This design comes from an exercise in tuning for small area on the open sky130 flow, not from production work. The RTL was checked by simulation tests, not by an equivalence proof against the original design. Power is estimated from default activity; no workload was simulated.

==> flow/design.v <==
`default_nettype none
package branch_prediction_pkg;
  localparam int RegBus      = 32;
  localparam int InstAddrBus = 32;
  localparam int BtbIndexW   = 4;
  localparam logic [1:0] CntStrongNT = 2'b00;
  localparam logic [1:0] CntWeakNT   = 2'b01;
  localparam logic [1:0] CntWeakT    = 2'b10;
  localparam logic [1:0] CntStrongT  = 2'b11;
  localparam logic       PredTaken   = 1'b1;
  typedef logic [InstAddrBus-1:0] inst_addr_t;
  function automatic logic is_mispredict(input logic       pred_taken,
                                         input inst_addr_t pred_target,
                                         input logic       taken,
                                         input inst_addr_t target);
    logic dir_wrong;
    logic tgt_wrong;
    dir_wrong = (pred_taken != taken);
    tgt_wrong = (taken == PredTaken) && (pred_taken == PredTaken) && (pred_target != target);
    is_mispredict = dir_wrong | tgt_wrong;
  endfunction
endpackage
`default_nettype wire
`default_nettype none
module branch_prediction_sat_counter2 (
  input  logic [1:0] cnt,
  input  logic       up,
  output logic [1:0] cnt_next
);
  always_comb begin
    cnt_next = cnt;
    unique case (cnt)
      branch_prediction_pkg::CntStrongNT: cnt_next = up ? branch_prediction_pkg::CntWeakNT  : branch_prediction_pkg::CntStrongNT;
      branch_prediction_pkg::CntWeakNT:   cnt_next = up ? branch_prediction_pkg::CntWeakT   : branch_prediction_pkg::CntStrongNT;
      branch_prediction_pkg::CntWeakT:    cnt_next = up ? branch_prediction_pkg::CntStrongT : branch_prediction_pkg::CntWeakNT;
      branch_prediction_pkg::CntStrongT:  cnt_next = up ? branch_prediction_pkg::CntStrongT : branch_prediction_pkg::CntWeakT;
      default:     cnt_next = cnt;
    endcase
  end
endmodule
module branch_prediction_hold (
  input  logic we,
  input  logic wen,
  input  logic d,
  input  logic q,
  output logic o
);
  assign o = (we & d) | (wen & q);
endmodule
module branch_prediction_rd16 (
  input  logic [15:0] sel,
  input  logic [15:0] d,
  output logic        o
);
  logic [5:0] w_n;
  logic [1:0] w_p;
  for (genvar g = 0; g < 5; g++) begin : g_aoi
    branch_prediction_aoi222 u_aoi (
      .a0(sel[3*g]),   .b0(d[3*g]),
      .a1(sel[3*g+1]), .b1(d[3*g+1]),
      .a2(sel[3*g+2]), .b2(d[3*g+2]),
      .o (w_n[g])
    );
  end
  branch_prediction_nand2 u_last (.a(sel[15]), .b(d[15]), .o(w_n[5]));
  branch_prediction_nand3 u_p0 (.a(w_n[0]), .b(w_n[1]), .c(w_n[2]), .o(w_p[0]));
  branch_prediction_nand3 u_p1 (.a(w_n[3]), .b(w_n[4]), .c(w_n[5]), .o(w_p[1]));
  branch_prediction_or2   u_o  (.a(w_p[0]), .b(w_p[1]), .o(o));
endmodule
module branch_prediction_aoi222 (
  input  logic a0, b0, a1, b1, a2, b2,
  output logic o
);
  assign o = ~((a0 & b0) | (a1 & b1) | (a2 & b2));
endmodule
module branch_prediction_nand2 (
  input  logic a, b,
  output logic o
);
  assign o = ~(a & b);
endmodule
module branch_prediction_nand3 (
  input  logic a, b, c,
  output logic o
);
  assign o = ~(a & b & c);
endmodule
module branch_prediction_or2 (
  input  logic a, b,
  output logic o
);
  assign o = a | b;
endmodule
`default_nettype wire
`default_nettype none
module branch_prediction #(
  parameter int INDEX_W = branch_prediction_pkg::BtbIndexW,
  parameter int CNT_W   = branch_prediction_pkg::RegBus
) (
  input  logic               clk,
  input  logic               rst,
  input  logic               ce,
  input  logic [31:0]        pc_i,
  input  logic               stall_i,
  output logic               pre_branch_flag_o,
  output logic [31:0]        pre_branch_target_address_o,
  input  logic               upd_valid_i,
  input  logic [31:0]        upd_pc_i,
  input  logic               upd_taken_i,
  input  logic [31:0]        upd_target_i,
  input  logic               upd_pred_taken_i,
  input  logic [31:0]        upd_pred_target_i,
  input  logic               perf_clr_i,
  output logic [CNT_W-1:0]   lookup_cnt_o,
  output logic [CNT_W-1:0]   hit_cnt_o,
  output logic [CNT_W-1:0]   mispred_cnt_o
);
  localparam int ENTRIES = 2 ** INDEX_W;
  localparam int TAG_W   = branch_prediction_pkg::InstAddrBus - INDEX_W - 2;
  logic [ENTRIES-1:0] r_valid;
  logic [TAG_W-1:0]   r_tag    [ENTRIES];
  logic [31:0]        r_target [ENTRIES];
  logic [1:0]         r_cnt    [ENTRIES];
  logic [CNT_W-1:0] r_lookup_cnt;
  logic [CNT_W-1:0] r_hit_cnt;
  logic [CNT_W-1:0] r_mispred_cnt;
  logic [INDEX_W-1:0] w_lk_idx;
  logic [TAG_W-1:0]   w_lk_tag;
  logic               w_lk_hit;
  logic               w_pred_taken;
  logic               w_lookup_fire;
  logic [INDEX_W-1:0] w_upd_idx;
  logic [TAG_W-1:0]   w_upd_tag;
  logic               w_upd_hit;
  logic [1:0]         w_upd_cnt_next;
  logic [1:0]         w_cnt_wdata;
  logic               w_mispred;
  logic               w_alloc;
  logic               w_cnt_we;
  logic               w_unused;
  logic [ENTRIES-1:0] w_lk_sel;
  logic [ENTRIES-1:0] w_upd_sel;
  logic [ENTRIES-1:0] w_tgt_sel;
  logic [TAG_W-1:0]   w_lk_rtag;
  logic [TAG_W-1:0]   w_upd_rtag;
  logic [31:0]        w_lk_rtarget;
  logic [1:0]         w_upd_rcnt;
  logic               w_lk_rvalid;
  logic               w_lk_rcnt1;
  logic               w_upd_rvalid;
  logic [ENTRIES-1:0] w_we;
  logic [ENTRIES-1:0] w_cwe;
  assign w_lk_idx      = pc_i[INDEX_W+1:2];
  assign w_lk_tag      = pc_i[31:INDEX_W+2];
  assign w_upd_idx     = upd_pc_i[INDEX_W+1:2];
  assign w_upd_tag     = upd_pc_i[31:INDEX_W+2];
  assign w_lk_sel      = ENTRIES'(1) << w_lk_idx;
  assign w_upd_sel     = ENTRIES'(1) << w_upd_idx;
  for (genvar b = 0; b < TAG_W; b++) begin : g_rtag
    logic [ENTRIES-1:0] w_col;
    for (genvar i = 0; i < ENTRIES; i++) begin : g_col
      assign w_col[i] = r_tag[i][b];
    end
    branch_prediction_rd16 u_lk  (.sel(w_lk_sel),  .d(w_col), .o(w_lk_rtag[b]));
    branch_prediction_rd16 u_upd (.sel(w_upd_sel), .d(w_col), .o(w_upd_rtag[b]));
  end
  for (genvar b = 0; b < 32; b++) begin : g_rtgt
    logic [ENTRIES-1:0] w_col;
    for (genvar i = 0; i < ENTRIES; i++) begin : g_col
      assign w_col[i] = r_target[i][b];
    end
    branch_prediction_rd16 u_lk (.sel(w_tgt_sel), .d(w_col), .o(w_lk_rtarget[b]));
  end
  logic [ENTRIES-1:0] w_cnt0_col;
  logic [ENTRIES-1:0] w_cnt1_col;
  for (genvar i = 0; i < ENTRIES; i++) begin : g_ccol
    assign w_cnt0_col[i] = r_cnt[i][0];
    assign w_cnt1_col[i] = r_cnt[i][1];
  end
  branch_prediction_rd16 u_lk_valid  (.sel(w_lk_sel),  .d(r_valid),    .o(w_lk_rvalid));
  branch_prediction_rd16 u_lk_cnt1   (.sel(w_lk_sel),  .d(w_cnt1_col), .o(w_lk_rcnt1));
  branch_prediction_rd16 u_upd_valid (.sel(w_upd_sel), .d(r_valid),    .o(w_upd_rvalid));
  branch_prediction_rd16 u_upd_cnt0  (.sel(w_upd_sel), .d(w_cnt0_col), .o(w_upd_rcnt[0]));
  branch_prediction_rd16 u_upd_cnt1  (.sel(w_upd_sel), .d(w_cnt1_col), .o(w_upd_rcnt[1]));
  assign w_lk_hit      = ce & w_lk_rvalid & (w_lk_rtag == w_lk_tag);
  assign w_pred_taken  = w_lk_hit & w_lk_rcnt1;
  assign w_lookup_fire = ce & ~stall_i;
  assign w_tgt_sel     = w_lk_sel & {ENTRIES{w_pred_taken}};
  assign pre_branch_flag_o           = w_pred_taken;
  assign pre_branch_target_address_o = w_lk_rtarget;
  assign w_upd_hit = w_upd_rvalid & (w_upd_rtag == w_upd_tag);
  assign w_mispred = upd_valid_i &
                     branch_prediction_pkg::is_mispredict(upd_pred_taken_i, upd_pred_target_i,
                                   upd_taken_i, upd_target_i);
  assign w_unused = ^{pc_i[1:0], upd_pc_i[1:0]};
  branch_prediction_sat_counter2 u_sat_counter2 (
    .cnt      (w_upd_rcnt),
    .up       (upd_taken_i),
    .cnt_next (w_upd_cnt_next)
  );
  assign w_alloc     = upd_valid_i & upd_taken_i;
  assign w_cnt_we    = upd_valid_i & (upd_taken_i | w_upd_hit);
  assign w_cnt_wdata = w_upd_hit ? w_upd_cnt_next : branch_prediction_pkg::CntWeakT;
  assign w_we        = {ENTRIES{w_alloc}} & w_upd_sel;
  assign w_cwe       = {ENTRIES{w_cnt_we}} & w_upd_sel;
  always_ff @(posedge clk or negedge rst) begin
    if (!rst) begin
      r_valid <= '0;
    end else begin
      r_valid <= r_valid | w_we;
    end
  end
  for (genvar i = 0; i < ENTRIES; i++) begin : g_ent
    logic               w_wen;
    logic               w_cwen;
    logic [TAG_W-1:0]   w_tag_d;
    logic [31:0]        w_tgt_d;
    logic [1:0]         w_cnt_d;
    assign w_wen  = ~w_we[i];
    assign w_cwen = ~w_cwe[i];
    for (genvar b = 0; b < TAG_W; b++) begin : g_tag
      branch_prediction_hold u_h (.we(w_we[i]), .wen(w_wen), .d(w_upd_tag[b]), .q(r_tag[i][b]), .o(w_tag_d[b]));
    end
    for (genvar b = 0; b < 32; b++) begin : g_tgt
      branch_prediction_hold u_h (.we(w_we[i]), .wen(w_wen), .d(upd_target_i[b]), .q(r_target[i][b]), .o(w_tgt_d[b]));
    end
    for (genvar b = 0; b < 2; b++) begin : g_cnt
      branch_prediction_hold u_h (.we(w_cwe[i]), .wen(w_cwen), .d(w_cnt_wdata[b]), .q(r_cnt[i][b]), .o(w_cnt_d[b]));
    end
    always_ff @(posedge clk) begin
      r_tag[i]    <= w_tag_d;
      r_target[i] <= w_tgt_d;
      r_cnt[i]    <= w_cnt_d;
    end
  end
  always_ff @(posedge clk or negedge rst) begin
    if (!rst) begin
      r_lookup_cnt  <= '0;
      r_hit_cnt     <= '0;
      r_mispred_cnt <= '0;
    end else if (perf_clr_i) begin
      r_lookup_cnt  <= '0;
      r_hit_cnt     <= '0;
      r_mispred_cnt <= '0;
    end else begin
      if (w_lookup_fire) begin
        r_lookup_cnt <= r_lookup_cnt + 1'b1;
      end
      if (w_lookup_fire & w_lk_hit) begin
        r_hit_cnt <= r_hit_cnt + 1'b1;
      end
      if (w_mispred) begin
        r_mispred_cnt <= r_mispred_cnt + 1'b1;
      end
    end
  end
  assign lookup_cnt_o  = r_lookup_cnt;
  assign hit_cnt_o     = r_hit_cnt;
  assign mispred_cnt_o = r_mispred_cnt;
endmodule
`default_nettype wire
==> flow/run.sh <==
#!/bin/bash
# synth_recipe.tcl (not shown) runs the flow's synth.tcl, then flattens the netlist and writes it again
# the make line also repeats each setting of config.mk as NAME=value (left out here)
make -C /OpenROAD-flow-scripts/flow DESIGN_CONFIG=/design/flow/config.mk WORK_HOME=/design/flow/orfs CLKGATE_MAP_FILE= SYNTH_SCRIPT=/design/flow/synth_recipe.tcl finish
==> flow/config.mk <==
export PLATFORM = sky130hd
export DESIGN_NAME = branch_prediction
export DESIGN_NICKNAME = branch_prediction
export VERILOG_FILES = /design/flow/design.v
export SDC_FILE = /design/flow/constraint.sdc
export NUM_CORES = 4
export LEC_CHECK = 0
export CAP_MARGIN = 20
export CORE_MARGIN = 2
export CORE_UTILIZATION = 60
export SLEW_MARGIN = 20
export SYNTH_HIERARCHICAL = 1
==> flow/constraint.sdc <==
create_clock -name core_clock -period 10.0 [get_ports {clk}]
set_input_delay 2.0000 -clock core_clock [delete_from_list [all_inputs] [get_ports {clk}]]
set_output_delay 2.0000 -clock core_clock [all_outputs]
set_load 0.01 [all_outputs]
==> run notes, run 1 <==
Fmax - 103 MHz
Die area - 0.0716 mm^2
Core area - 0.0687 mm^2
TritonCTS clock tree - yes
WP data required - 8.00 ns
Clock-pin slew on the worst setup and hold paths - 0.06 ns
Worst r2r dst - r_cnt[9][1]
Post-synth cell types - 58
Worst Skew - 0.0254 ns
H-tree Lvls - 3
Share of power burned in registers - 49.6%
Sequential fraction of the synthesis area - 52.8%
Fin crit share - 97.2%
Yosys warning count - 14
VDD IR max - 0.172 mV
Sw Pwr - 2.86 mW
Synthesized instance count - 3,665
Routed vias - 40,500
Reg2reg path depth - 10
Clk pwr share - 39.5%
CTS buffer count - 106
Finished Cell Area - 0.0507 mm^2
CTS max path bufs - 3
Reg2reg setup slack - 5.68 ns
Grt met1 use - 56.9%
Routed Antenna Nets - 0
Type of the most critical hold path - reg2reg
Iteration-0 DRC Markers - 8,549
Met2 Use GR - 66.6%
GR peak layer - met2
Internal power - 8.40 mW
Avg Inst Size Synth - 11.4 um^2
Setup violation total in the final timing report - 0
DRC - 0
Row cnt - 96
Max-cap violations - 0
Dpl cell area - 0.0467 mm^2
Number of clock sinks - 1,072
WHS Endpoint - r_target[12][25]
HPWL after DPL - 90.0 mm
RSZ-0062 raised after global routing - false
Share of cells above drive strength 1 - 10.1%
Placed Cells - 4,918
Mapped Nets - 3,805
Grt total ovfl - 0
Minimum clock period - 9.72 ns
First-pass GRT wire length - 242 mm
Pin count of the biggest net entering global routing - 120
Synthesis-stage register bit count - 1,072
Number of flops mapped to enable cells by yosys - 0
Tightest Pin Transition - 1.20 ns
Met3 Usage GRT - 13.4%
Routability cong. - 0.909
Die H - 268 um
Sw frac - 25.4%
Ports - 265
Top FF cell, synth - dfxtp_1
Rel. slew slack - 20.3%
Final net count - 4,239
Max-slew violations - 0
Number of global-route vias before repair - 38,800
Hold Path Stages - 1
Root Driver - clkbuf_16
Antenna violations before repair - 6
Count of buffers from port buffering - 260
Hold WS - 0.469 ns
Crit Path Class - in2out
Power per cell area - 222 mW/mm^2
Critical Path AT - 7.72 ns
Initial Util - 60.7%
Die width - 268 um
Element type at the critical path start - input port
Vias/cell - 7.91
Total Negative Setup Slacks - 0 ns
Layout area overhead - 21.5%
Crit. End Element - output pin
Final hold viol count - 0
Async set-reset flop share out of synthesis - 10.4%
Power share of the combinational group - 10.9%
Drt first pass iters - 13
Non-filler cells in the finished layout - 5,122
Total Wirelength - 164 mm
Critical Path Fanout Max - 28
Routed WL per cell - 32.1 um
Status - no timing/DRC/antenna violations
Hold_sp - r_target[12][25]
Total track usage - 44.2%
Synthesized area - 0.0417 mm^2
FF-to-FF Start - r_tag[9][24]
Clock latency on the worst-skew pair - 0.70 ns
Leakage - 21.1 nW
==> synthesized netlist by cell type, types with 17 or more instances <==
library cell | n | share of area (%)
o21ai_0 | 17 | 0.20
inv_1 | 38 | 0.34
nand2b_1 | 25 | 0.38
nor4_1 | 32 | 0.48
mux2_2 | 20 | 0.54
dfrtp_1 | 112 | 6.7
nand4_1 | 53 | 0.80
dfxtp_1 | 960 | 46
xor2_1 | 78 | 1.6
clkbuf_1 | 45 | 0.41
nor3_1 | 39 | 0.47
a22o_1 | 960 | 20
and3_1 | 18 | 0.27
nand3_1 | 232 | 2.8
nor2b_1 | 21 | 0.32
xnor2_1 | 42 | 0.88
a222oi_1 | 445 | 11
or2_1 | 89 | 1.3
nor2_1 | 106 | 0.95
nand2_1 | 173 | 1.6
==> area by class of cell <==
cell class,count,area (um^2)
sequential,1072,22000
multi-input combinational,2504,19700
fill,4702,18000
timing repair buffer,377,3720
clock buffer,152,3090
tap,931,1160
clock inverter,46,830
inverter,38,143
antenna,2,5.00
==> logic make-up after synthesis <==
| family | share of synthesized area, % |
|---|---|
| flops | 52.8 |
| xor+xnor | 2.52 |
| fa+ha+maj | 0.174 |
| mux | 0.588 |
| compound gates | 32.3 |
| buf+inv | 0.810 |
| simple gates | 10.7 |
==> through the flow <==
stage	utilization (%)	setup WS [ns]	power, mW
finish	73.7	0.278	11.3
CTS	73.6	0.197	11.2
floorplan	-	0.0382	6.30
global route	73.7	0.218	11.6
global placement	67.9	0.356	6.69
detailed placement	67.9	0.231	6.80
==> registers in the layout, summed over array words and instances, names as in the netlist <==
signal         count
r_target         512
r_mispred_cnt     32
r_valid           16
r_tag            416
r_lookup_cnt      32
r_cnt             32
r_hit_cnt         32
==> layer usage <==
layer	vias to the layer above	share of wire, %
met5	-	0.032
li1	16400	-
met2	3560	43
met3	813	15
met4	8	6.2
met1	19700	35
==> layout by cell type (no fill, tap or decap), drive strengths merged, types with 9 or more instances in the layout <==
cell           synthesis  routed
nand2b                25      25
dfxtp                960     960
nor3                  40      40
nor2                 106     106
nand4                 54      54
o211ai                12      12
mux2                  20      20
bufinv                 0      20
clkdlybuf4s50          0     258
inv                   38      43
or2                  103     103
buf                    6     119
clkinv                 0      17
and3                  18      18
a222oi               445     445
a21oi                 14      14
xor2                  78      78
o311ai                11      11
xnor2                 42      42
nor2b                 21      21
and2                  14      14
dfrtp                112     112
or4                   13      13
o21ai                 18      18
clkbuf                45     152
nand2                173     173
nand3                232     232
a22o                 960     960
or3                    9       9
nor4                  34      34
and4                  10      10
==> per-module statistics from Yosys, one instance, submodules excluded, a selection <==
module	cell area (um^2)	times used	flip-flops and latches	cells
branch_prediction_sat_counter2	26.3	1	0	3
branch_prediction_aoi222	10.0	445	0	1
branch_prediction_hold	8.76	960	0	1
branch_prediction_or2	6.26	89	0	1
branch_prediction	27000	1	1072	1901
branch_prediction_nand2	3.75	89	0	1
branch_prediction_nand3	5.00	178	0	1
==> how the worst max path moves through the flow <==
stage             from                               to  slack (ns)
2_1_floorplan  pc_i[3]   pre_branch_target_address_o[0]        0.04
3_3_place_gp   pc_i[2]  pre_branch_target_address_o[10]        0.36
3_5_place_dp   pc_i[2]   pre_branch_target_address_o[1]        0.23
4_1_cts        pc_i[5]   pre_branch_target_address_o[1]        0.20
5_1_grt        pc_i[2]   pre_branch_target_address_o[1]        0.22
6_report       pc_i[5]   pre_branch_target_address_o[1]        0.28
==> timing repair <==
item | in CTS | in global routing
hold buffers | 0 | 0
resized for setup | 0 | 1
setup endpoints to repair | 0 | 6
buffers inserted | 0 | 4
==> critical path, stage by stage <==
cell and delay (ns):
clkdlybuf4s50_1 0.53, nand2b_1 0.36, nor3_2 0.06, buf_4 0.21
buf_4 0.29, a222oi_1 0.42, nand3_1 0.14, or2_1 0.24
xor2_1 0.21, or4_1 0.62, nor3_4 0.20, nand3_2 0.28
buf_4 0.34, nor4_4 0.21, buf_4 0.50, a222oi_1 0.16
nand3_1 0.12, or2_1 0.21, clkdlybuf4s50_1 0.58
==> power groups by stage <==
stage          Clock (mW)  Combinational [mW]  Sequential [mW]
2_1_floorplan           0               0.817             5.48
3_3_place_gp            0                1.13             5.56
6_report             4.45                1.23             5.58
4_1_cts              4.44                1.20             5.55
3_5_place_dp            0                1.18             5.62
5_1_grt              4.62                1.30             5.65
==> run 2: changes to the inputs <==
--- a/flow/design.v
+++ b/flow/design.v
@@ -67,6 +67,53 @@
   branch_prediction_nand3 u_p1 (.a(w_n[3]), .b(w_n[4]), .c(w_n[5]), .o(w_p[1]));
   branch_prediction_or2   u_o  (.a(w_p[0]), .b(w_p[1]), .o(o));
 endmodule
+module branch_prediction_rd16n (
+  input  logic [15:0] sel,
+  input  logic [15:0] d,
+  output logic        o_n
+);
+  logic [5:0] w_n;
+  logic [1:0] w_p;
+  for (genvar g = 0; g < 5; g++) begin : g_aoi
+    branch_prediction_aoi222 u_aoi (
+      .a0(sel[3*g]),   .b0(d[3*g]),
+      .a1(sel[3*g+1]), .b1(d[3*g+1]),
+      .a2(sel[3*g+2]), .b2(d[3*g+2]),
+      .o (w_n[g])
+    );
+  end
+  branch_prediction_nand2 u_last (.a(sel[15]), .b(d[15]), .o(w_n[5]));
+  branch_prediction_nand3 u_p0 (.a(w_n[0]), .b(w_n[1]), .c(w_n[2]), .o(w_p[0]));
+  branch_prediction_nand3 u_p1 (.a(w_n[3]), .b(w_n[4]), .c(w_n[5]), .o(w_p[1]));
+  branch_prediction_nor2  u_o  (.a(w_p[0]), .b(w_p[1]), .o(o_n));
+endmodule
+module branch_prediction_rd16g (
+  input  logic [15:0] sel,
+  input  logic [15:0] d,
+  input  logic        en,
+  output logic        o
+);
+  logic [5:0] w_n;
+  logic [1:0] w_p;
+  for (genvar g = 0; g < 5; g++) begin : g_aoi
+    branch_prediction_aoi222 u_aoi (
+      .a0(sel[3*g]),   .b0(d[3*g]),
+      .a1(sel[3*g+1]), .b1(d[3*g+1]),
+      .a2(sel[3*g+2]), .b2(d[3*g+2]),
+      .o (w_n[g])
+    );
+  end
+  branch_prediction_nand2 u_last (.a(sel[15]), .b(d[15]), .o(w_n[5]));
+  branch_prediction_nand3 u_p0 (.a(w_n[0]), .b(w_n[1]), .c(w_n[2]), .o(w_p[0]));
+  branch_prediction_nand3 u_p1 (.a(w_n[3]), .b(w_n[4]), .c(w_n[5]), .o(w_p[1]));
+  branch_prediction_oa21  u_o  (.a(w_p[0]), .b(w_p[1]), .en(en), .o(o));
+endmodule
+module branch_prediction_oa21 (
+  input  logic a, b, en,
+  output logic o
+);
+  assign o = (a | b) & en;
+endmodule
 module branch_prediction_aoi222 (
   input  logic a0, b0, a1, b1, a2, b2,
   output logic o
@@ -91,6 +138,36 @@
 );
   assign o = a | b;
 endmodule
+module branch_prediction_inc_bit (
+  input  logic q,
+  input  logic c,
+  input  logic clr,
+  output logic d,
+  output logic co
+);
+  logic w_sn;
+  branch_prediction_xnor2 u_x (.a(q), .b(c), .o(w_sn));
+  branch_prediction_nor2  u_d (.a(clr), .b(w_sn), .o(d));
+  branch_prediction_and2  u_c (.a(q), .b(c), .o(co));
+endmodule
+module branch_prediction_xnor2 (
+  input  logic a, b,
+  output logic o
+);
+  assign o = ~(a ^ b);
+endmodule
+module branch_prediction_nor2 (
+  input  logic a, b,
+  output logic o
+);
+  assign o = ~(a | b);
+endmodule
+module branch_prediction_and2 (
+  input  logic a, b,
+  output logic o
+);
+  assign o = a & b;
+endmodule
 `default_nettype wire
 `default_nettype none
 module branch_prediction #(
@@ -140,9 +217,8 @@
   logic               w_unused;
   logic [ENTRIES-1:0] w_lk_sel;
   logic [ENTRIES-1:0] w_upd_sel;
-  logic [ENTRIES-1:0] w_tgt_sel;
-  logic [TAG_W-1:0]   w_lk_rtag;
-  logic [TAG_W-1:0]   w_upd_rtag;
+  logic [TAG_W-1:0]   w_lk_rtag_n;
+  logic [TAG_W-1:0]   w_upd_rtag_n;
   logic [31:0]        w_lk_rtarget;
   logic [1:0]         w_upd_rcnt;
   logic               w_lk_rvalid;
@@ -161,15 +237,15 @@
     for (genvar i = 0; i < ENTRIES; i++) begin : g_col
       assign w_col[i] = r_tag[i][b];
     end
-    branch_prediction_rd16 u_lk  (.sel(w_lk_sel),  .d(w_col), .o(w_lk_rtag[b]));
-    branch_prediction_rd16 u_upd (.sel(w_upd_sel), .d(w_col), .o(w_upd_rtag[b]));
+    branch_prediction_rd16n u_lk  (.sel(w_lk_sel),  .d(w_col), .o_n(w_lk_rtag_n[b]));
+    branch_prediction_rd16n u_upd (.sel(w_upd_sel), .d(w_col), .o_n(w_upd_rtag_n[b]));
   end
   for (genvar b = 0; b < 32; b++) begin : g_rtgt
     logic [ENTRIES-1:0] w_col;
     for (genvar i = 0; i < ENTRIES; i++) begin : g_col
       assign w_col[i] = r_target[i][b];
     end
-    branch_prediction_rd16 u_lk (.sel(w_tgt_sel), .d(w_col), .o(w_lk_rtarget[b]));
+    branch_prediction_rd16g u_lk (.sel(w_lk_sel), .d(w_col), .en(w_pred_taken), .o(w_lk_rtarget[b]));
   end
   logic [ENTRIES-1:0] w_cnt0_col;
   logic [ENTRIES-1:0] w_cnt1_col;
@@ -182,13 +258,12 @@
   branch_prediction_rd16 u_upd_valid (.sel(w_upd_sel), .d(r_valid),    .o(w_upd_rvalid));
   branch_prediction_rd16 u_upd_cnt0  (.sel(w_upd_sel), .d(w_cnt0_col), .o(w_upd_rcnt[0]));
   branch_prediction_rd16 u_upd_cnt1  (.sel(w_upd_sel), .d(w_cnt1_col), .o(w_upd_rcnt[1]));
-  assign w_lk_hit      = ce & w_lk_rvalid & (w_lk_rtag == w_lk_tag);
+  assign w_lk_hit      = ce & w_lk_rvalid & (w_lk_rtag_n == ~w_lk_tag);
   assign w_pred_taken  = w_lk_hit & w_lk_rcnt1;
   assign w_lookup_fire = ce & ~stall_i;
-  assign w_tgt_sel     = w_lk_sel & {ENTRIES{w_pred_taken}};
   assign pre_branch_flag_o           = w_pred_taken;
   assign pre_branch_target_address_o = w_lk_rtarget;
-  assign w_upd_hit = w_upd_rvalid & (w_upd_rtag == w_upd_tag);
+  assign w_upd_hit = w_upd_rvalid & (w_upd_rtag_n == ~w_upd_tag);
   assign w_mispred = upd_valid_i &
                      branch_prediction_pkg::is_mispredict(upd_pred_taken_i, upd_pred_target_i,
                                    upd_taken_i, upd_target_i);
@@ -233,25 +308,34 @@
       r_cnt[i]    <= w_cnt_d;
     end
   end
+  logic [CNT_W-1:0] w_lookup_d, w_hit_d, w_mispred_d;
+  logic [CNT_W:0]   w_lookup_c, w_hit_c, w_mispred_c;
+  assign w_lookup_c[0]  = w_lookup_fire;
+  assign w_hit_c[0]     = w_lookup_fire & w_lk_hit;
+  assign w_mispred_c[0] = w_mispred;
+  for (genvar b = 0; b < CNT_W; b++) begin : g_perf
+    branch_prediction_inc_bit u_lookup (
+      .q(r_lookup_cnt[b]), .c(w_lookup_c[b]), .clr(perf_clr_i),
+      .d(w_lookup_d[b]), .co(w_lookup_c[b+1])
+    );
+    branch_prediction_inc_bit u_hit (
+      .q(r_hit_cnt[b]), .c(w_hit_c[b]), .clr(perf_clr_i),
+      .d(w_hit_d[b]), .co(w_hit_c[b+1])
+    );
+    branch_prediction_inc_bit u_mispred (
+      .q(r_mispred_cnt[b]), .c(w_mispred_c[b]), .clr(perf_clr_i),
+      .d(w_mispred_d[b]), .co(w_mispred_c[b+1])
+    );
+  end
   always_ff @(posedge clk or negedge rst) begin
     if (!rst) begin
       r_lookup_cnt  <= '0;
       r_hit_cnt     <= '0;
       r_mispred_cnt <= '0;
-    end else if (perf_clr_i) begin
-      r_lookup_cnt  <= '0;
-      r_hit_cnt     <= '0;
-      r_mispred_cnt <= '0;
     end else begin
-      if (w_lookup_fire) begin
-        r_lookup_cnt <= r_lookup_cnt + 1'b1;
-      end
-      if (w_lookup_fire & w_lk_hit) begin
-        r_hit_cnt <= r_hit_cnt + 1'b1;
-      end
-      if (w_mispred) begin
-        r_mispred_cnt <= r_mispred_cnt + 1'b1;
-      end
+      r_lookup_cnt  <= w_lookup_d;
+      r_hit_cnt     <= w_hit_d;
+      r_mispred_cnt <= w_mispred_d;
     end
   end
   assign lookup_cnt_o  = r_lookup_cnt;
==> flow/flow/run.sh (new file) <==
#!/bin/bash
# Standard layout, with two changes: the port buffers are the smallest buffer
# (buf_1) instead of the default pick, and the clock tree is built from
# clkbuf_16 cells in sink clusters of up to 24, without dummy loads. ORFS
# writes each step's full log under orfs/logs; make's own output goes to
# standard_flow.log.
set -euo pipefail
export BUFFER_PORTS_ARGS="-buffer_cell sky130_fd_sc_hd__buf_1"
export CTS_ARGS="-sink_clustering_enable -repair_clock_nets -dont_use_dummy_load -buf_list sky130_fd_sc_hd__clkbuf_16 -sink_clustering_size 24 -sink_clustering_max_diameter 80"
bash standard.sh finish > standard_flow.log 2>&1
==> flow/standard.sh (new file) <==
#!/bin/bash
# synth_recipe.tcl (not shown) runs the flow's synth.tcl, then flattens the netlist and writes it again
# the make line also repeats each setting of config.mk as NAME=value (left out here)
make -C /OpenROAD-flow-scripts/flow DESIGN_CONFIG=/design/flow/config.mk WORK_HOME=/design/flow/orfs CLKGATE_MAP_FILE= SYNTH_SCRIPT=/design/flow/synth_recipe.tcl "${@:-finish}"
--- a/flow/config.mk
+++ b/flow/config.mk
@@ -5,8 +5,8 @@
 export SDC_FILE = /design/flow/constraint.sdc
 export NUM_CORES = 4
 export LEC_CHECK = 0
-export CAP_MARGIN = 20
+export CAP_MARGIN = 0
 export CORE_MARGIN = 2
-export CORE_UTILIZATION = 60
-export SLEW_MARGIN = 20
+export CORE_UTILIZATION = 45
+export SLEW_MARGIN = 0
 export SYNTH_HIERARCHICAL = 1
removed: flow/run.sh
==> run notes, run 2 <==
Status - no timing/DRC/antenna violations
Routed WL per cell - 31.2 um (-2.7%)
Antenna violations before repair - 1 (-5)
TritonCTS clock tree - yes
Number of clock sinks - 1,072 (unchanged)
Finished Cell Area - 0.0455 mm^2 (-10%)
Iteration-0 DRC Markers - 6,379 (-25%)
Crit path buf inv count - 7 (+1)
Die H - 302 um (+13%)
Yosys warning count - 14 (unchanged)
Routability cong. - 0.829 (-8.8%)
Final net count - 3,977 (-6.2%)
CTS buffer count - 52 (-51%)
Area of the multi-input gates - 0.0183 mm^2 (-7.0%)
Routed Antenna Nets - 0 (unchanged)
DRC - 0 (unchanged)
Clock latency on the worst-skew pair - 0.67 ns (-0.03 ns)
Max reg flops - 512 (unchanged)
Routed vias - 35,500 (-12%)
Clock-pin slew on the worst setup and hold paths - 0.09 ns (+0.03 ns)
Fillcell total - 7,899 (+68%)
Minimum clock period - 9.31 ns (-0.415 ns)
Max-cap violations - 0 (unchanged)
Ports - 265 (unchanged)
Initial Util - 45.4% (-15 points)
Drt first pass iters - 13 (unchanged)
CP peak stage delay - 0.32 ns (-0.30 ns)
Layout area overhead - 13.7%
H-tree Lvls - 2 (-1)
WP data required - 10.47 ns (+2.47 ns)
Number of global-route vias before repair - 33,000 (-15%)
Row cnt - 109 (+14%)
Synthesized area - 0.0400 mm^2 (-4.0%)
Hold buffer count at cts - 0 (unchanged)
Crit-path slowest cell - buf_4
Power per cell area - 199 mW/mm^2 (-11%)
Final hold viol count - 0 (unchanged)
Placed Cells - 4,949 (+0.63%)
Total track usage - 32.5% (-12 points)
Element type at the critical path start - input port
Die area - 0.0914 mm^2 (+28%)
Core area - 0.0882 mm^2 (+28%)
Hold WS - 0.474 ns (+0.00555 ns)
CTS max path bufs - 3 (unchanged)
Root Driver - clkbuf_16
Critical Path Fanout Max - 17 (-39%)
Share of cells above drive strength 1 - 7.35% (-2.7 points)
Synthesized instance count - 3,381 (-7.7%)
Fin crit share - 93.1% (-4.2 points)
Dpl cell area - 0.0442 mm^2 (-5.3%)
Count of buffers from port buffering - 260 (unchanged)
Max-slew violations - 0 (unchanged)
Tightest Pin Transition - 1.25 ns (+0.0565 ns)
First-pass GRT wire length - 224 mm (-7.4%)
Top Registers - r_target x512, r_tag x416
Most frequent cells in the layout - a22o_1, dfxtp_1, a222oi_1
Most common cell after layout, fill and taps aside - a22o_1
Rel. slew slack - 16.5% (-3.8 points)
Mapped Nets - 3,518 (-7.5%)
Total Wirelength - 156 mm (-4.9%)
Worst Skew - 0.0603 ns (+0.0348 ns)
Vias/cell - 7.10 (-10%)
Leakage - 18.7 nW (-11%)
Type of the most critical hold path - reg2reg
Storage element area - 0.0220 mm^2 (unchanged)
Largest Register - r_target
Critical Path AT - 9.78 ns (+2.06 ns)
Die width - 302 um (+13%)
Crit Path Class - in2reg
Non-filler cells in the finished layout - 5,003 (-2.3%)
VDD IR max - 0.126 mV (-27%)
HPWL after DPL - 85.0 mm (-5.5%)
Grt total ovfl - 0 (unchanged)
RSZ-0062 raised after global routing - false
Pin count of the biggest net entering global routing - 97 (-19%)
Ant diodes - 0 (-2)
Crit. End Element - register
Fmax - 107 MHz (+4.5%)
Avg Inst Size Synth - 11.8 um^2 (+4.1%)
Crit-path most repeated cell - and2_1
Setup violation total in the final timing report - 0 (unchanged)
Cell family with most CP delay - simple AND/OR/NAND/NOR gates
## run 2: changes by cell type in the layout (fill, tap and decap cells not counted), moves of 29 or more
cell	previous run	this run
buf_1	0	258
nand2_1	157	95
nand4_1	53	8
xnor2_1	42	119
nand3_1	231	196
or2_1	89	10
and2_1	13	96
clkbuf_16	109	52
clkdlybuf4s50_1	258	0
nor2_1	89	149
buf_4	98	137
o21a_1	3	32
## run 2: layout make-up
cell class / count / share of cell area (%)
clock buffer: 52 / 2.86
inverter: 18 / 0.192
multi-input combinational: 2282 / 40.2
sequential: 1072 / 48.4
tap: 1165 / 3.20
timing repair buffer: 414 / 5.16
## run 2: final timing paths
kind	startpoint	to	slack (ns)	cells after the start
max	pc_i[4]	r_hit_cnt[31]	0.69	50
min	r_target[15][19]	r_target[15][19]	0.47	1
max reg2reg	r_tag[0][5]	r_hit_cnt[31]	2.51	43
min reg2reg	r_target[15][19]	r_target[15][19]	0.47	1
max in group asynchronous	rst	r_valid[9]	7.22	2
min in group asynchronous	rst	r_lookup_cnt[26]	1.47	1
## run 2: worst register-to-register path, delay by kind of cell (launching register included)
family	cells	cell delay [ns]
AOI/OAI and AO/OA	1	0.34
and+or+nand+nor	38	5.97
xor gates and xnor gates	2	0.32
DFF	1	0.34
buffers and inverters	2	0.33
## run 2: stage by stage
stage                     utilization, %  total power [mW]  setup TNS [ns]  worst slack (ns)
after floorplan                        -              6.31               0            0.0105
after global placement              50.1              6.76          -0.227            -0.136
after detailed placement            50.1              6.79          -0.335            -0.184
after CTS                           51.6              9.04               0             0.454
after global routing                51.6              9.39               0           0.00994
final                               51.6              9.04               0             0.693
## run 2: power breakdown
part | switching [mW] | internal (mW)
clock network | 1.36 | 0.929
registers | 0.496 | 5.04
logic | 0.558 | 0.660
total | 2.41 | 6.63
## run 2: timing repair
item                       4_1_cts  5_1_grt
gates resized for setup          0        7
hold endpoints to repair         0        0
buffers inserted                 0        2
setup endpoints to repair        0        3
## run 2: per-layer routing
layer  GRT usage, %  share of wire, %  up-vias
li1               -                 -    15200
met1           44.5                40    17400
met2           50.3                44     2425
met3           6.20                11      509
met4           13.9               4.9        0
met5              0                 0        -
==> run 3: changes to the inputs <==
==> flow/flow/run.sh (replaced) <==
#!/bin/bash
# Standard synthesis, then the standard layout with three changes: the port
# buffers are the smallest buffer (buf_1) instead of the default pick; the clock
# tree is built from clkbuf_16 cells in sink clusters of up to 24, without dummy
# loads; and after synthesis the resizer may not use the largest buffers and
# inverters (it repairs long, heavily loaded nets with several smaller ones).
# ORFS writes each step's full log under orfs/logs; make's own output goes to
# synth_flow.log and layout_flow.log.
set -euo pipefail
export BUFFER_PORTS_ARGS="-buffer_cell sky130_fd_sc_hd__buf_1"
export CTS_ARGS="-sink_clustering_enable -repair_clock_nets -dont_use_dummy_load -buf_list sky130_fd_sc_hd__clkbuf_16 -sink_clustering_size 24 -sink_clustering_max_diameter 80"
bash standard.sh synth > synth_flow.log 2>&1
PLATFORM_DONT_USE="sky130_fd_sc_hd__probe_p_8 sky130_fd_sc_hd__probec_p_8 sky130_fd_sc_hd__lpflow_bleeder_1 sky130_fd_sc_hd__lpflow_clkbufkapwr_1 sky130_fd_sc_hd__lpflow_clkbufkapwr_16 sky130_fd_sc_hd__lpflow_clkbufkapwr_2 sky130_fd_sc_hd__lpflow_clkbufkapwr_4 sky130_fd_sc_hd__lpflow_clkbufkapwr_8 sky130_fd_sc_hd__lpflow_clkinvkapwr_1 sky130_fd_sc_hd__lpflow_clkinvkapwr_16 sky130_fd_sc_hd__lpflow_clkinvkapwr_2 sky130_fd_sc_hd__lpflow_clkinvkapwr_4 sky130_fd_sc_hd__lpflow_clkinvkapwr_8 sky130_fd_sc_hd__lpflow_decapkapwr_12 sky130_fd_sc_hd__lpflow_decapkapwr_3 sky130_fd_sc_hd__lpflow_decapkapwr_4 sky130_fd_sc_hd__lpflow_decapkapwr_6 sky130_fd_sc_hd__lpflow_decapkapwr_8 sky130_fd_sc_hd__lpflow_inputiso0n_1 sky130_fd_sc_hd__lpflow_inputiso0p_1 sky130_fd_sc_hd__lpflow_inputiso1n_1 sky130_fd_sc_hd__lpflow_inputiso1p_1 sky130_fd_sc_hd__lpflow_inputisolatch_1 sky130_fd_sc_hd__lpflow_isobufsrc_1 sky130_fd_sc_hd__lpflow_isobufsrc_16 sky130_fd_sc_hd__lpflow_isobufsrc_2 sky130_fd_sc_hd__lpflow_isobufsrc_4 sky130_fd_sc_hd__lpflow_isobufsrc_8 sky130_fd_sc_hd__lpflow_isobufsrckapwr_16 sky130_fd_sc_hd__lpflow_lsbuf_lh_hl_isowell_tap_1 sky130_fd_sc_hd__lpflow_lsbuf_lh_hl_isowell_tap_2 sky130_fd_sc_hd__lpflow_lsbuf_lh_hl_isowell_tap_4 sky130_fd_sc_hd__lpflow_lsbuf_lh_isowell_4 sky130_fd_sc_hd__lpflow_lsbuf_lh_isowell_tap_1 sky130_fd_sc_hd__lpflow_lsbuf_lh_isowell_tap_2 sky130_fd_sc_hd__lpflow_lsbuf_lh_isowell_tap_4"
EXTRA_DONT_USE="sky130_fd_sc_hd__buf_8 sky130_fd_sc_hd__buf_12 sky130_fd_sc_hd__buf_16 sky130_fd_sc_hd__bufbuf_8 sky130_fd_sc_hd__bufbuf_16 sky130_fd_sc_hd__bufinv_8 sky130_fd_sc_hd__bufinv_16 sky130_fd_sc_hd__inv_12 sky130_fd_sc_hd__inv_16"
bash standard.sh "DONT_USE_CELLS=$PLATFORM_DONT_USE $EXTRA_DONT_USE" finish > layout_flow.log 2>&1
==> run notes, run 3 <==
CTS buffer count - 53 (+1.9%)
Crit Path Class - in2reg
TritonCTS clock tree - yes
Total Power - 9.08 mW (+0.46%)
Total track usage - 32.9% (+0.37 points)
Routed vias - 35,600 (+0.34%)
Status - no timing/DRC/antenna violations
Hold buffer count at cts - 0 (unchanged)
Sw frac - 26.9% (+0.27 points)
PnR worst setup slack - 0.792 ns (+0.0990 ns)
Die area - 0.0914 mm^2 (unchanged)
Worst r2r dst - r_hit_cnt[31]
Element type at the critical path start - input port
Reg2reg path depth - 42 (-2.3%)
Fmax - 109 MHz (+1.1%)
Finished Cell Area - 0.0453 mm^2 (-0.56%)
Grt total ovfl - 0 (unchanged)
Crit-path most repeated cell - and2_1
Rel. slew slack - 14.3% (-2.3 points)
H-tree Lvls - 2 (unchanged)
DRC - 0 (unchanged)
Post-Route Utilization - 51.3% (-0.29 points)
CP peak stage delay - 0.56 ns (+0.24 ns)
Worst Skew - 0.0538 ns (-0.00648 ns)
Pin count of the biggest net entering global routing - 72 (-26%)
Root Driver - clkbuf_16
Critical Path Fanout Max - 20 (+3)
Mapped Nets - 3,518 (unchanged)
Most frequent cells in the layout - a22o_1, dfxtp_1, a222oi_1
Final hold viol count - 0 (unchanged)
Critical Path AT - 9.70 ns (-0.08 ns)
Tightest Pin Transition - 1.29 ns (+0.0341 ns)
Routability cong. - 0.899 (+8.4%)
Crit. End Element - register
Largest Register - r_target
FF-to-FF Start - r_tag[12][4]
Routed WL per cell - 31.1 um (-0.46%)
Dpl cell area - 0.0439 mm^2 (-0.59%)
Initial Util - 45.4% (unchanged)
Fillcell total - 7,999 (+1.3%)
Most common cell after layout, fill and taps aside - a22o_1
Max-slew violations - 0 (unchanged)
Die H - 302 um (unchanged)
Die width - 302 um (unchanged)
RSZ-0062 raised after global routing - false
Minimum clock period - 9.21 ns (-0.0990 ns)
HPWL after DPL - 92.2 mm (+8.5%)
Reg2reg setup slack - 2.83 ns (+0.32 ns)
Hold_sp - r_target[15][10]
Share of cells above drive strength 1 - 8.42% (+1.1 points)
WP data required - 10.49 ns (+0.02 ns)
Clk pwr share - 25.6% (+0.3 points)
Synthesized instance count - 3,381 (unchanged)
Sw Pwr - 2.45 mW (+1.5%)
Antenna violations before repair - 1 (unchanged)
First-pass GRT wire length - 227 mm (+1.3%)
Share of power burned in registers - 61.1% (-0.2 points)
Layout area overhead - 13.1%
VDD IR max - 0.143 mV (+14%)
Setup violation total in the final timing report - 0 (unchanged)
Total Wirelength - 157 mm (+0.52%)
Top Registers - r_target x512, r_tag x416
Synthesized area - 0.0400 mm^2 (unchanged)
WHS Endpoint - r_target[15][10]
Clock-pin slew on the worst setup and hold paths - 0.08 ns (about the same)
Iteration-0 DRC Markers - 6,683 (+4.8%)
Ports - 265 (unchanged)
Count of buffers from port buffering - 260 (unchanged)
Yosys warning count - 14 (unchanged)
Row cnt - 109 (unchanged)
Number of clock sinks - 1,072 (unchanged)
Number of global-route vias before repair - 33,500 (+1.6%)
Power share of the combinational group - 13.3% (-0.2 points)
Drt first pass iters - 12 (-1)
Power per cell area - 201 mW/mm^2 (+1.0%)
Hold Path Stages - 1 (unchanged)
Leakage - 18.8 nW (+0.64%)
Vias/cell - 7.05 (-0.64%)
Final net count - 4,024 (+1.2%)
Core area - 0.0882 mm^2 (unchanged)
Max-cap violations - 0 (unchanged)
CTS max path bufs - 3 (unchanged)
Crit-path slowest cell - nor2_4
Avg Inst Size Synth - 11.8 um^2 (unchanged)
Routed Antenna Nets - 0 (unchanged)
Type of the most critical hold path - reg2reg
Clock latency on the worst-skew pair - 0.66 ns (about the same)
Fin crit share - 92.1% (-0.99 points)
Internal power - 6.64 mW (about the same)
Max reg flops - 512 (unchanged)
Pre-CTS setup slack - -0.0176 ns (+0.166 ns)
## run 3: changes by cell type in the layout (fill, tap and decap cells not counted)
cell       previous run  this run
diode_2               0         2
clkbuf_4              1         2
nand2_2               1         0
nand2b_1             18        19
buf_12               17         0
buf_2                 1       163
buf_4               137        37
clkbuf_16            52        53
nand2b_4              1         0
nand2_1              95        96
## run 3: area by class of cell
type / instances / area [um^2] / share of cell area (%)
Clock buffer: 53 / 1330 / 2.93
Tap cell: 1165 / 1460 / 3.22
Timing Repair Buffer: 460 / 2080 / 4.59
Antenna cell: 2 / 5.00 / 0.0111
Sequential cell: 1072 / 22000 / 48.6
Inverter: 18 / 87.6 / 0.193
Multi-Input combinational cell: 2282 / 18300 / 40.4
## run 3: timing repair
action / CTS / global route
buffers inserted: 0 / 0
resized for setup: 0 / 5
setup endpoints to repair: 0 / 3
## run 3: how the worst max path moves through the flow
stage | from | end | slack [ns] | depth (start not counted)
2_1_floorplan | pc_i[2] | r_hit_cnt[31] | 0.01 | 43
3_3_place_gp | pc_i[3] | r_hit_cnt[31] | 0.03 | 46
3_5_place_dp | pc_i[3] | r_hit_cnt[31] | -0.02 | 45
4_1_cts | pc_i[3] | r_hit_cnt[31] | 0.59 | 45
5_1_grt | pc_i[5] | r_hit_cnt[31] | 0.08 | 48
6_report | pc_i[5] | r_hit_cnt[31] | 0.79 | 46
## run 3: stage by stage
stage	TNS, ns	instances	hold WS (ns)
floorplan	0	3381	0.438
global placement	0	4997	0.451
detailed placement	-0.0193	4997	0.451
CTS	0	5050	0.473
global route	0	5050	0.487
finish	0	5052	0.470
## run 3: metal layers
metal  vias up  routed length [um]  global-route usage (%)
li1      15300                   -                       -
met1     17500               61800                    43.9
met2      2423               70200                    51.5
met3       442               16800                    5.72
met4         0                8110                    16.4
met5         -                   0                       0
## run 3: power groups by stage
stage	clock network (mW)	logic [mW]	registers, mW
final	2.33	1.21	5.54
after CTS	2.36	1.19	5.52
after detailed placement	0	1.19	5.60
after floorplan	0	0.832	5.48
after global placement	0	1.16	5.61
after global routing	2.49	1.31	5.63
## run 3: worst max-delay path, delay by kind of cell
family          cells  cell delay [ns]
simple gates       39             6.25
compound gates      1             0.13
xor+xnor            2             0.35
buf+inv             4             0.95
==> run 4: changes to the inputs <==
--- a/flow/config.mk
+++ b/flow/config.mk
@@ -7,6 +7,6 @@
 export LEC_CHECK = 0
 export CAP_MARGIN = 0
 export CORE_MARGIN = 2
-export CORE_UTILIZATION = 45
+export CORE_UTILIZATION = 55
 export SLEW_MARGIN = 0
 export SYNTH_HIERARCHICAL = 1
==> run notes, run 4 <==
Root Driver - clkbuf_16
Hold_sp - r_target[7][10]
Clk pwr share - 25.3% (-0.3 points)
Number of global-route vias before repair - 36,600 (+9.1%)
Most common cell after layout, fill and taps aside - a22o_1
H-tree Lvls - 2 (unchanged)
Routed Antenna Nets - 0 (unchanged)
Placed Cells - 4,772 (-4.5%)
RSZ-0062 raised after global routing - false
Type of the most critical hold path - reg2reg
Critical Path Fanout Max - 12 (-40%)
Synthesized instance count - 3,381 (unchanged)
Crit-path slowest cell - nor2_4
Max reg flops - 512 (unchanged)
Core area - 0.0717 mm^2 (-19%)
Vias/cell - 7.63 (+8.2%)
Fmax - 107 MHz (-1.7%)
WHS Endpoint - r_target[7][10]
Grt total ovfl - 0 (unchanged)
Total Wirelength - 158 mm (+0.69%)
VDD IR max - 0.158 mV (+10%)
Synthesized area - 0.0400 mm^2 (unchanged)
Initial Util - 55.8% (+10 points)
Crit-path most repeated cell - and2_1
Ports - 265 (unchanged)
Number of clock sinks - 1,072 (unchanged)
FF-to-FF Start - r_tag[12][19]
Rel. slew slack - 2.51% (-12 points)
Die H - 274 um (-9.4%)
Hold buffer count at cts - 0 (unchanged)
Top Registers - r_target x512, r_tag x416
Internal power - 6.62 mW (-0.17%)
Leakage - 18.9 nW (+0.54%)
Setup violation total in the final timing report - 0 (unchanged)
Finished Cell Area - 0.0451 mm^2 (-0.35%)
Row cnt - 98 (-10%)
Antenna violations before repair - 8 (+7)
Clock-pin slew on the worst setup and hold paths - 0.08 ns (about the same)
Routed WL per cell - 32.6 um (+4.8%)
Drt first pass iters - 13 (+1)
Element type at the critical path start - input port
Total Negative Setup Slacks - 0 ns (unchanged)
Power share of the combinational group - 13.6% (+0.3 points)
Hold Path Stages - 1 (unchanged)
Total track usage - 40.5% (+7.6 points)
Tightest Pin Transition - 1.46 ns (+0.174 ns)
Critical Path AT - 9.85 ns (+0.15 ns)
TritonCTS clock tree - yes
Reg2reg setup slack - 2.42 ns (-0.41 ns)
Share of power burned in registers - 61.1% (about the same)
HPWL after DPL - 93.2 mm (+1.0%)
Avg Inst Size Synth - 11.8 um^2 (unchanged)
CTS max path bufs - 3 (unchanged)
Dpl cell area - 0.0436 mm^2 (-0.72%)
Final net count - 4,033 (+0.22%)
Fin crit share - 93.6% (+1.6 points)
Status - no timing/DRC/antenna violations
Sw Pwr - 2.48 mW (+1.3%)
Routability cong. - 0.913 (+1.5%)
Iteration-0 DRC Markers - 7,387 (+11%)
Share of cells above drive strength 1 - 9.04% (+0.62 points)
Crit. End Element - register
Mapped Nets - 3,518 (unchanged)
Most frequent cells in the layout - a22o_1, dfxtp_1, a222oi_1
Final hold viol count - 0 (unchanged)
Minimum clock period - 9.36 ns (+0.155 ns)
Sw frac - 27.2% (+0.28 points)
Reg2reg path depth - 44 (+4.8%)
Crit Path Class - in2reg
Routed vias - 37,000 (+3.9%)
Worst r2r dst - r_hit_cnt[31]
DRC - 0 (unchanged)
CP peak stage delay - 0.45 ns (-0.11 ns)
Pin count of the biggest net entering global routing - 72 (unchanged)
First-pass GRT wire length - 232 mm (+2.3%)
Worst Skew - 0.0344 ns (-0.0194 ns)
CTS buffer count - 52 (-1.9%)
Die area - 0.0750 mm^2 (-18%)
WP data required - 10.49 ns (about the same)
Layout area overhead - 12.7%
Largest Register - r_target
Count of buffers from port buffering - 260 (unchanged)
Yosys warning count - 14 (unchanged)
Power per cell area - 202 mW/mm^2 (+0.56%)
Non-filler cells in the finished layout - 4,852 (-4.0%)
Clock latency on the worst-skew pair - 0.66 ns (about the same)
Max-slew violations - 0 (unchanged)
Die width - 274 um (-9.4%)
Max-cap violations - 0 (unchanged)
[run 4: worst max path at each step]
stage | cells past startpoint | end | from | slack [ns]
6_report | 48 | r_hit_cnt[31] | pc_i[2] | 0.64
4_1_cts | 48 | r_hit_cnt[31] | pc_i[5] | 0.39
3_3_place_gp | 48 | r_hit_cnt[31] | pc_i[5] | -0.02
5_1_grt | 50 | r_hit_cnt[31] | pc_i[4] | 0.02
3_5_place_dp | 48 | r_hit_cnt[31] | pc_i[5] | -0.17
2_1_floorplan | 43 | r_hit_cnt[31] | pc_i[2] | 0.01
[run 4: power by group through the flow]
stage	Sequential, mW	Clock [mW]	Combinational [mW]
finish	5.56	2.30	1.24
global route	5.63	2.45	1.33
CTS	5.53	2.30	1.21
detailed placement	5.62	0	1.20
global placement	5.57	0	1.15
floorplan	5.48	0	0.832
[run 4: worst max-delay path, delay by kind of cell]
| family | cells | cell delay [ns] |
|---|---|---|
| AOI/OAI and AO/OA | 1 | 0.16 |
| xor gates and xnor gates | 1 | 0.11 |
| buffers and inverters | 5 | 1.02 |
| and+or+nand+nor | 41 | 6.52 |
[run 4: per-layer routing]
layer | track usage (%) | up-vias | routed length, um | share of wire (%)
li1 | - | 15300 | - | -
met4 | 21.8 | 2 | 8920 | 5.6
met3 | 9.43 | 587 | 20900 | 13
met2 | 61.6 | 3046 | 69200 | 44
met1 | 53.4 | 18100 | 59000 | 37
met5 | 0 | - | 12 | 0.0076
[run 4: what timing repair did]
item / CTS / global route
buffers inserted: 0 / 20
endpoints found under the setup margin: 0 / 4
resized for setup: 0 / 25
[run 4: layout make-up]
cell class,instances,area (um^2)
Antenna cell,8,20.0
Clock buffer,52,1300
Fill cell,5846,26600
Inverter,18,67.6
Multi-Input combinational cell,2283,18400
Sequential cell,1072,22000
Tap cell,950,1190
Timing Repair Buffer,469,2170
[run 4: per-stage QoR]
| step | util (%) | total power, mW | worst slack, ns | hold slack, ns |
|---|---|---|---|---|
| after floorplan | - | 6.31 | 0.0105 | 0.438 |
| after global placement | 60.8 | 6.72 | -0.0197 | 0.451 |
| after detailed placement | 60.8 | 6.82 | -0.174 | 0.451 |
| after CTS | 62.6 | 9.04 | 0.390 | 0.478 |
| after global routing | 62.9 | 9.41 | 0.0156 | 0.490 |
| final | 62.9 | 9.10 | 0.637 | 0.476 |
==> run 5: changes to the inputs <==
==> flow/flow/run.sh (replaced) <==
#!/bin/bash
# Standard synthesis, then the standard layout with three changes: the port
# buffers are the smallest buffer (buf_1) instead of the default pick; the clock
# tree is built from clkbuf_16 cells in sink clusters of up to 28, without dummy
# loads; and after synthesis the resizer may not use the largest buffers and
# inverters (it repairs long, heavily loaded nets with several smaller ones).
# ORFS writes each step's full log under orfs/logs; make's own output goes to
# synth_flow.log and layout_flow.log.
set -euo pipefail
export BUFFER_PORTS_ARGS="-buffer_cell sky130_fd_sc_hd__buf_1"
export CTS_ARGS="-sink_clustering_enable -repair_clock_nets -dont_use_dummy_load -buf_list sky130_fd_sc_hd__clkbuf_16 -sink_clustering_size 28 -sink_clustering_max_diameter 90"
bash standard.sh synth > synth_flow.log 2>&1
PLATFORM_DONT_USE="sky130_fd_sc_hd__probe_p_8 sky130_fd_sc_hd__probec_p_8 sky130_fd_sc_hd__lpflow_bleeder_1 sky130_fd_sc_hd__lpflow_clkbufkapwr_1 sky130_fd_sc_hd__lpflow_clkbufkapwr_16 sky130_fd_sc_hd__lpflow_clkbufkapwr_2 sky130_fd_sc_hd__lpflow_clkbufkapwr_4 sky130_fd_sc_hd__lpflow_clkbufkapwr_8 sky130_fd_sc_hd__lpflow_clkinvkapwr_1 sky130_fd_sc_hd__lpflow_clkinvkapwr_16 sky130_fd_sc_hd__lpflow_clkinvkapwr_2 sky130_fd_sc_hd__lpflow_clkinvkapwr_4 sky130_fd_sc_hd__lpflow_clkinvkapwr_8 sky130_fd_sc_hd__lpflow_decapkapwr_12 sky130_fd_sc_hd__lpflow_decapkapwr_3 sky130_fd_sc_hd__lpflow_decapkapwr_4 sky130_fd_sc_hd__lpflow_decapkapwr_6 sky130_fd_sc_hd__lpflow_decapkapwr_8 sky130_fd_sc_hd__lpflow_inputiso0n_1 sky130_fd_sc_hd__lpflow_inputiso0p_1 sky130_fd_sc_hd__lpflow_inputiso1n_1 sky130_fd_sc_hd__lpflow_inputiso1p_1 sky130_fd_sc_hd__lpflow_inputisolatch_1 sky130_fd_sc_hd__lpflow_isobufsrc_1 sky130_fd_sc_hd__lpflow_isobufsrc_16 sky130_fd_sc_hd__lpflow_isobufsrc_2 sky130_fd_sc_hd__lpflow_isobufsrc_4 sky130_fd_sc_hd__lpflow_isobufsrc_8 sky130_fd_sc_hd__lpflow_isobufsrckapwr_16 sky130_fd_sc_hd__lpflow_lsbuf_lh_hl_isowell_tap_1 sky130_fd_sc_hd__lpflow_lsbuf_lh_hl_isowell_tap_2 sky130_fd_sc_hd__lpflow_lsbuf_lh_hl_isowell_tap_4 sky130_fd_sc_hd__lpflow_lsbuf_lh_isowell_4 sky130_fd_sc_hd__lpflow_lsbuf_lh_isowell_tap_1 sky130_fd_sc_hd__lpflow_lsbuf_lh_isowell_tap_2 sky130_fd_sc_hd__lpflow_lsbuf_lh_isowell_tap_4"
EXTRA_DONT_USE="sky130_fd_sc_hd__buf_8 sky130_fd_sc_hd__buf_12 sky130_fd_sc_hd__buf_16 sky130_fd_sc_hd__bufbuf_8 sky130_fd_sc_hd__bufbuf_16 sky130_fd_sc_hd__bufinv_8 sky130_fd_sc_hd__bufinv_16 sky130_fd_sc_hd__inv_12 sky130_fd_sc_hd__inv_16"
bash standard.sh "DONT_USE_CELLS=$PLATFORM_DONT_USE $EXTRA_DONT_USE" finish > layout_flow.log 2>&1
==> run notes, run 5 <==
Vias/cell - 7.66 (+0.41%)
Yosys warning count - 14 (unchanged)
Crit-path most repeated cell - and2_1
HPWL after DPL - 93.2 mm (unchanged)
Crit Path Class - in2reg
Crit. End Element - register
Share of cells above drive strength 1 - 8.90% (-0.14 points)
Total track usage - 40.4% (-0.061 points)
Top Registers - r_target x512, r_tag x416
Setup violation total in the final timing report - 0 (unchanged)
Pre-CTS setup slack - -0.174 ns (unchanged)
Total Negative Setup Slacks - 0 ns (unchanged)
Crit-path slowest cell - nor2_4
VDD IR max - 0.174 mV (+10%)
Total Wirelength - 158 mm (-0.22%)
Synthesized area - 0.0400 mm^2 (unchanged)
Cell family with most CP delay - simple AND/OR/NAND/NOR gates
Tightest Pin Transition - 1.44 ns (-0.0190 ns)
Avg Inst Size Synth - 11.8 um^2 (unchanged)
WP data required - 10.49 ns (about the same)
Fin crit share - 94.5% (+0.83 points)
PnR worst setup slack - 0.554 ns (-0.0829 ns)
Rel. slew slack - 3.78% (+1.3 points)
Placed Cells - 4,772 (unchanged)
Number of clock sinks - 1,072 (unchanged)
Routed Antenna Nets - 0 (unchanged)
Pin count of the biggest net entering global routing - 72 (unchanged)
H-tree Lvls - 2 (unchanged)
Most common cell after layout, fill and taps aside - a22o_1
Iteration-0 DRC Markers - 7,105 (-3.8%)
Row cnt - 98 (unchanged)
Routability cong. - 0.913 (unchanged)
Max-cap violations - 0 (unchanged)
Area of the multi-input gates - 0.0183 mm^2 (about the same)
Storage element area - 0.0220 mm^2 (unchanged)
Grt total ovfl - 0 (unchanged)
Clock latency on the worst-skew pair - 0.63 ns (-0.03 ns)
Antenna violations before repair - 5 (-3)
Die width - 274 um (unchanged)
Most frequent cells in the layout - a22o_1, dfxtp_1, a222oi_1
Minimum clock period - 9.45 ns (+0.0829 ns)
Largest Register - r_target
Power per cell area - 199 mW/mm^2 (-1.4%)
Finished Cell Area - 0.0450 mm^2 (-0.37%)
DRC - 0 (unchanged)
RSZ-0062 raised after global routing - false
TritonCTS clock tree - yes
Hold WS - 0.478 ns (+0.00215 ns)
Synthesized instance count - 3,381 (unchanged)
Status - no timing/DRC/antenna violations
Ports - 265 (unchanged)
CTS buffer count - 45 (-13%)
Type of the most critical hold path - reg2reg
Critical Path Fanout Max - 12 (unchanged)
CP peak stage delay - 0.47 ns (+0.02 ns)
Leakage - 18.9 nW (-0.34%)
Initial Util - 55.8% (unchanged)
Final hold viol count - 0 (unchanged)
Root Driver - clkbuf_16
Element type at the critical path start - input port
Die H - 274 um (unchanged)
Routed vias - 37,100 (+0.23%)
Drt first pass iters - 16 (+3)
First-pass GRT wire length - 232 mm (about the same)
Final net count - 4,028 (-0.12%)
Layout area overhead - 12.3%
Count of buffers from port buffering - 260 (unchanged)
Core area - 0.0717 mm^2 (unchanged)
Number of global-route vias before repair - 36,600 (-0.036%)
Crit path buf inv count - 5 (unchanged)
Mapped Nets - 3,518 (unchanged)
Die area - 0.0750 mm^2 (unchanged)
Critical Path AT - 9.94 ns (+0.09 ns)
Fmax - 106 MHz (-0.88%)
Routed WL per cell - 32.5 um (about the same)
Max reg flops - 512 (unchanged)
Fillcell total - 5,847 (+0.017%)
CTS max path bufs - 3 (unchanged)
Clock-pin slew on the worst setup and hold paths - 0.10 ns (+0.02 ns)
Post-Route Utilization - 62.7% (-0.23 points)
Max-slew violations - 0 (unchanged)
Worst Skew - 0.0412 ns (+0.00679 ns)
Dpl cell area - 0.0436 mm^2 (unchanged)
Total Power - 8.94 mW (-1.7%)
Non-filler cells in the finished layout - 4,843 (-0.19%)
run 5: final timing paths:
check | start | end | slack, ns | cells after the start
min reg2reg | r_target[1][7] | r_target[1][7] | 0.48 | 1
max reg2reg | r_tag[12][19] | r_hit_cnt[31] | 2.38 | 44
min | r_target[1][7] | r_target[1][7] | 0.48 | 1
min in group asynchronous | rst | r_mispred_cnt[0] | 1.56 | 1
max | pc_i[2] | r_hit_cnt[31] | 0.55 | 48
max in group asynchronous | rst | r_valid[4] | 6.83 | 2
run 5: power breakdown:
group,switching (mW),internal [mW]
logic,0.585,0.654
registers,0.522,5.04
clock network,1.33,0.813
total,2.44,6.51
run 5: final cells by class:
class,instances,share of cell area [%]
flip-flops and latches,1072,49.0
multi-input cells,2282,40.8
repair buffers,472,4.88
well taps,950,2.64
clock buffers,45,2.50
inverters,18,0.150
diodes,4,0.0223
run 5: repair_timing:
action / CTS / global route
gates resized for setup: 0 / 27
endpoints found under the setup margin: 0 / 4
buffers inserted: 0 / 23
hold buffers: 0 / 0
run 5: layer usage:
| layer | vias to the layer above | part of all wire, % | GRT usage, % |
|---|---|---|---|
| li1 | 15300 | - | - |
| met1 | 18200 | 37 | 53.1 |
| met2 | 3029 | 44 | 61.5 |
| met3 | 587 | 13 | 9.59 |
| met4 | 6 | 5.8 | 22.3 |
| met5 | - | 0.023 | 0 |
==> run 6: changes to the inputs <==
--- a/flow/config.mk
+++ b/flow/config.mk
@@ -8,5 +8,6 @@
 export CAP_MARGIN = 0
 export CORE_MARGIN = 2
 export CORE_UTILIZATION = 55
+export PLACE_DENSITY = 0.75
 export SLEW_MARGIN = 0
 export SYNTH_HIERARCHICAL = 1
==> run notes, run 6 <==
Final net count - 3,995 (-0.82%)
Final hold viol count - 0 (unchanged)
CP peak stage delay - 0.48 ns (about the same)
Synthesized area - 0.0400 mm^2 (unchanged)
Storage element area - 0.0220 mm^2 (unchanged)
Reg2reg path depth - 42 (-4.5%)
Crit path buf inv count - 3 (-2)
Routed Antenna Nets - 0 (unchanged)
Count of buffers from port buffering - 260 (unchanged)
Crit. End Element - register
Top Registers - r_target x512, r_tag x416
Routed WL per cell - 30.9 um (-5.2%)
Worst r2r dst - r_hit_cnt[31]
Minimum clock period - 9.33 ns (-0.117 ns)
Avg Inst Size Synth - 11.8 um^2 (unchanged)
Root Driver - clkbuf_16
Status - no timing/DRC/antenna violations
Post-Route Utilization - 62.3% (-0.33 points)
Mapped Nets - 3,518 (unchanged)
Initial Util - 55.8% (unchanged)
Die width - 274 um (unchanged)
Crit-path most repeated cell - and2_1
Die H - 274 um (unchanged)
CTS buffer count - 44 (-2.2%)
Leakage - 18.6 nW (-1.3%)
Fmax - 107 MHz (+1.3%)
Most frequent cells in the layout - a22o_1, dfxtp_1, a222oi_1
Pre-CTS setup slack - -0.0489 ns (+0.125 ns)
Clock latency on the worst-skew pair - 0.66 ns (+0.03 ns)
CTS max path bufs - 3 (unchanged)
Critical Path Fanout Max - 25 (+13)
Non-filler cells in the finished layout - 4,813 (-0.62%)
Die area - 0.0750 mm^2 (unchanged)
Synthesized instance count - 3,381 (unchanged)
Type of the most critical hold path - reg2reg
VDD IR max - 0.147 mV (-16%)
Worst Skew - 0.0470 ns (+0.00584 ns)
H-tree Lvls - 2 (unchanged)
Total track usage - 38.0% (-2.4 points)
Number of clock sinks - 1,072 (unchanged)
PnR worst setup slack - 0.671 ns (+0.117 ns)
Ports - 265 (unchanged)
Max-slew violations - 0 (unchanged)
Vias/cell - 7.57 (-1.2%)
Area of the multi-input gates - 0.0183 mm^2 (-0.15%)
Pin count of the biggest net entering global routing - 65 (-9.7%)
Power per cell area - 198 mW/mm^2 (-0.42%)
WHS Endpoint - r_target[6][19]
FF-to-FF Start - r_tag[6][2]
Finished Cell Area - 0.0447 mm^2 (-0.53%)
Routability cong. - 0.887 (-2.8%)
Dpl cell area - 0.0436 mm^2 (-0.12%)
First-pass GRT wire length - 219 mm (-5.9%)
Layout area overhead - 11.7%
Cell family with most CP delay - simple AND/OR/NAND/NOR gates
Reg2reg setup slack - 2.49 ns (+0.11 ns)
Routed vias - 36,400 (-1.8%)
Hold_sp - r_target[6][19]
WP data required - 10.47 ns (-0.02 ns)
Share of cells above drive strength 1 - 7.83% (-1.1 points)
Hold WS - 0.477 ns (-0.00117 ns)
Iteration-0 DRC Markers - 7,603 (+7.0%)
Total Wirelength - 149 mm (-5.8%)
HPWL after DPL - 87.6 mm (-6.0%)
Clock-pin slew on the worst setup and hold paths - 0.10 ns (about the same)
Rel. slew slack - 11.7% (+7.9 points)
TritonCTS clock tree - yes
Element type at the critical path start - input port
DRC - 0 (unchanged)
Number of cells on the critical path - 46 (-4.2%)
Crit Path Class - in2reg
run 6: stage by stage:
| step | power, mW | setup TNS (ns) |
|---|---|---|
| 2_1_floorplan | 6.31 | 0 |
| 3_3_place_gp | 6.73 | -0.00842 |
| 3_5_place_dp | 6.78 | -0.0489 |
| 4_1_cts | 8.81 | 0 |
| 5_1_grt | 9.18 | -0.0286 |
| 6_report | 8.86 | 0 |
run 6: timing repair:
item,4_1_cts,5_1_grt
endpoints found under the hold margin,0,0
endpoints found under the setup margin,0,2
gates resized for setup,0,8
setup buffers,0,2
run 6: layout make-up:
cell class | instances | share of cell area, %
Clock buffer | 44 | 2.46
Antenna cell | 7 | 0.0392
Multi-Input combinational cell | 2282 | 41.0
Timing Repair Buffer | 440 | 4.44
Inverter | 18 | 0.196
Sequential cell | 1072 | 49.2
Tap cell | 950 | 2.66
run 6: power breakdown:
part / switching (mW) / internal [mW]
clock: 1.31 / 0.797
sequential: 0.510 / 5.04
combinational: 0.556 / 0.647
total: 2.37 / 6.49
run 6: worst max-delay path by stage:
| stage | startpoint | endpoint | slack, ns |
|---|---|---|---|
| final | pc_i[5] | r_hit_cnt[31] | 0.67 |
| after global routing | pc_i[5] | r_hit_cnt[31] | -0.03 |
| after CTS | pc_i[3] | r_hit_cnt[31] | 0.56 |
| after detailed placement | pc_i[3] | r_hit_cnt[31] | -0.05 |
| after global placement | pc_i[3] | r_hit_cnt[31] | -0.008 |
| after floorplan | pc_i[2] | r_hit_cnt[31] | 0.01 |
run 6: per-layer routing:
| metal | global-route usage, % | wire length, um | vias up | part of all wire [%] |
|---|---|---|---|---|
| li1 | - | - | 15200 | - |
| met1 | 50.9 | 54900 | 17600 | 37 |
| met2 | 58.1 | 63900 | 3018 | 43 |
| met3 | 8.82 | 21100 | 612 | 14 |
| met4 | 18.2 | 8610 | 0 | 5.8 |
| met5 | 0 | 0 | - | 0 |

Setup slack of run 6, layout unchanged: 0.671 ns with ideal ports, 0.690 ns with driving cells assumed (clock clkbuf_16, inputs buf_2), -0.009 ns with port delays also shifted by the 0.699 ns mid clock arrival.
